From an optimization exercise on the open Yosys and OpenROAD flow, aimed at small area, a short achievable clock period and few clock cycles per item; shortcuts taken in it are not production practice.
In this exercise RTL edits were held to simulation tests only and were not proved equivalent to the original.
Power figures rest on the tool's default switching activity, not on a simulated workload.

## v7
## drive_to_relative_point
module drive_to_relative_point #(
    parameter int POS_WIDTH     = 32,
    parameter int VEL_FRAC_BITS = 15
) (
    input  logic                 i_clk,
    input  logic                 i_rst_n,
    input  logic                 i_cfg_we,
    input  logic [CIDX_W-1:0]    i_cfg_idx,
    input  logic [CDAT_W-1:0]    i_cfg_wdata,
    input  logic                 i_in_valid,
    output logic                 o_in_ready,
    input  logic [1:0]           i_action,
    input  logic [POS_WIDTH-1:0] i_pos_x,
    input  logic [POS_WIDTH-1:0] i_pos_y,
    input  logic [31:0]          i_yaw,
    output logic                 o_out_valid,
    input  logic                 i_out_ready,
    output logic [OUT_W-1:0]     o_vel_x,
    output logic [OUT_W-1:0]     o_vel_y,
    output logic [OUT_W-1:0]     o_vel_rot,
    output logic                 o_finished,
    output logic [1:0]           o_finish_cause,
    output logic                 o_stop_drive
);
    localparam int QD = 8;      
  ...
Size in the first run: about 840 flip-flops, roughly 190 I/O pins, ~63000 um^2 of cells after synthesis.
make LEC_CHECK=0 ABC_AREA=1 CAP_MARGIN=20 CORE_MARGIN=2 CORE_UTILIZATION=40 SETUP_SLACK_MARGIN=5 SLEW_MARGIN=20 finish   # period 11.0 ns
run.sh (not shown) runs the stock make flow with config.mk's settings and CLKGATE_MAP_FILE= SYNTH_SCRIPT=/design/flow/synth_recipe.tcl, a recipe that flattens the netlist after the stock synthesis.
v7 ran to completion and came out clean on the timing, DRC and antenna checks.
Testbench counts of v7, summed over its fixed seeds: cycles 67,409, items 6,400.
--- input diff v7..v5 ---
- CORE_UTILIZATION: 40 -> 60
- CAP_MARGIN: 20 -> 10
- SLEW_MARGIN: 20 -> 10
## What came out
- Both conditions hold for v5: the flow ran to the end and the final layout passed the timing, DRC and antenna checks.
- From v7 to v5 the numbers moved as follows: power share of the combinational group rose 0.8 points, clock network area share decreased by 0.61 points relative to the old numbers, growth of design area from synthesis to finish shows a reduction of 2.2 points.
- [v5 vs v7] slack of the worst reg-to-reg path: lower in v5
- v5 ended with more total power density per cell area than v7.
- v5 vs v7 — total number of vias climbed slightly
- In the flow results for v5 and v7, the global-route met1 utilization is smaller on v7.
- v5 reports a higher largest net degree at the start of global routing than v7 does.
- Final period demand of the worst path: v5 better than v7
--- input diff v5..v44 ---
- PLACE_DENSITY newly set to 0.7
- CAP_MARGIN changed from 10 to 20
- SLEW_MARGIN changed from 10 to 20
==> run summary <==
- Against v5 as the reference, v44 delivers a higher total power.
- v44 vs v5 — worst-case clock skew rose 0.0072 ns.
- Sort v44 and v5 by least setup slack across all paths after layout, descending, and v5 comes first.
- Per the final summary, v44 finished and its layout is clean on timing, DRC and antenna.
- | part of the total power dissipated in combinational logic | lower: v44 |
- v44 vs v5, path type of the worst setup path: reg -> reg vs in -> reg
- v44 gives more final period demand of the worst path than v5 did.
[inputs] v59 vs v44
- CORE_UTILIZATION: 60 -> 40
- PLACE_DENSITY: 0.7 -> unset
- ABC_AREA: 1 -> unset
==> flow/flow/run.sh (new file) <==
#!/bin/bash
set -euo pipefail
MARGIN=7
sed "s/SETUP_SLACK_MARGIN=[0-9.-]*/SETUP_SLACK_MARGIN=${MARGIN}/" standard.sh > standard_margin.sh
grep -q "SETUP_SLACK_MARGIN=${MARGIN} " standard_margin.sh
bash standard_margin.sh > standard.log 2>&1
==> flow/standard.sh (new file) <==
#!/bin/bash
# synth_recipe.tcl (not shown) runs the flow's synth.tcl, then flattens the netlist and writes it again
# the make line also repeats each setting of config.mk as NAME=value (left out here)
make -C /OpenROAD-flow-scripts/flow DESIGN_CONFIG=/design/flow/config.mk WORK_HOME=/design/flow/orfs CLKGATE_MAP_FILE= SYNTH_SCRIPT=/design/flow/synth_recipe.tcl "${@:-finish}"
removed: flow/run.sh
Notes after the runs:
Looking at setup slack, v59 sits 0.22 ns above v44. r_e[3]$_DFF_P_ as the timing endpoint of the critical path was reported by v59, and r_e[2]$_DFF_P_ by v44. As far as remaining global-route overflow goes, v44 and v59 are indistinguishable; the numbers are identical. Changes observed in v59 relative to v44: total length of routed wires went up about 22%, global routing met3 resource utilization went up 0.69 points, overall die area went up 52%, total of fill cells in the finished design went up 5009, delay of the slowest cell on the worst path went up 0.03 ns. Sort v59 and v44 by final-layout clock buffer total desc -> top: v59.
Relative to v59, the following input files were edited for v29:
- CAP_MARGIN now 10, was 20
- SLEW_MARGIN now 10, was 20
- ABC_AREA now 1, previously not set
- CORE_UTILIZATION now 55, was 40
==> flow/run.sh (new file) <==
#!/bin/bash
# synth_recipe.tcl (not shown) runs the flow's synth.tcl, then flattens the netlist and writes it again
# the make line also repeats each setting of config.mk as NAME=value (left out here)
make -C /OpenROAD-flow-scripts/flow DESIGN_CONFIG=/design/flow/config.mk WORK_HOME=/design/flow/orfs CLKGATE_MAP_FILE= SYNTH_SCRIPT=/design/flow/synth_recipe.tcl finish
removed: flow/flow/run.sh
removed: flow/standard.sh
Findings:
Looking at worst setup path endpoint, the r_e[2]$_DFF_P_ result is from v29; the r_e[3]$_DFF_P_ one comes from v59.
The area of the die in v29 is 0.72 times that in v59.
The number of cells on the critical path reported for v29 is greater than that of v59 by 12.
Between v59 and v29, clock network power share is lower for v59, v29 comes in above that.
From v59 to v29 the numbers moved as follows: sum of met3 wire segment lengths after detailed routing lost 39%, count of antenna diodes in the layout lost 8, fraction of the core area covered by cells at the end of the flow picked up an extra 9.2 points, worst setup margin lost 0.11 ns.
#### Input delta (v23 over v29)
- swapping 10 for 20 in SLEW_MARGIN
- putting PLACE_DENSITY at 0.7 where nothing was set
- swapping 10 for 20 in CAP_MARGIN
- swapping 55 for 65 in CORE_UTILIZATION
Results
Looking at pin count of the biggest net entering global routing, v23 sits 110% higher than v29 does. Looking only at met1 track utilization from global routing, and setting everything else aside, the higher value of v29 and v23 goes to v23. Lower leakage power goes to v23 over v29. Of v29 and v23, v23 shows the lower critical path data required time, with v29 above it. Diff v29 and v23: worst setup slack lower in v23. The wire length reported by the detailed router of v23 was superior to that of v29. Of the two values seen for worst setup path category, in -> reg was produced by v23 and reg -> reg by v29. Run comparison: v29 top layer reached by signal wires met4; v23 top layer reached by signal wires met5.

## port drivers added, routing unchanged
No port has a modelled driver above. Below, the same layouts with a new extraction and two added sets of constraints. Step 1 sets driving cells, clkbuf_16 on the clock port and buf_2 on the other inputs (assumed; they add their load-dependent delay and slew). Step 2 adds t to the input delays and takes it off the output delays; t is the mean of the earliest and latest rising clock arrival at the registers after step 1. Input paths then give back, and output paths get back, about the clock's delay inside the block. a / b / c = ideal / step 1 / step 2; a / b = the first two.
| run | shift t [ns] | slack for setup (ns) | worst register clock-pin slew, ns |
|---|---|---|---|
| v7 | 0.811 | 5.199 / 5.233 / 4.422 | 0.07 / 0.07 |
| v5 | 0.764 | 5.291 / 5.331 / 4.567 | 0.07 / 0.07 |
| v44 | 0.768 | 5.242 / 5.242 / 4.524 | 0.07 / 0.07 |
| v59 | 0.835 | 5.461 / 5.461 / 5.044 | 0.07 / 0.07 |
| v29 | 0.772 | 5.348 / 5.348 / 4.602 | 0.07 / 0.07 |
| v23 | 0.779 | 5.272 / 5.330 / 4.551 | 0.07 / 0.07 |
After both steps setup and hold are still met in every run listed. For v7, which loses most, drivers alone change the setup slack by +0.034 ns; drivers and shift together by -0.777 ns.
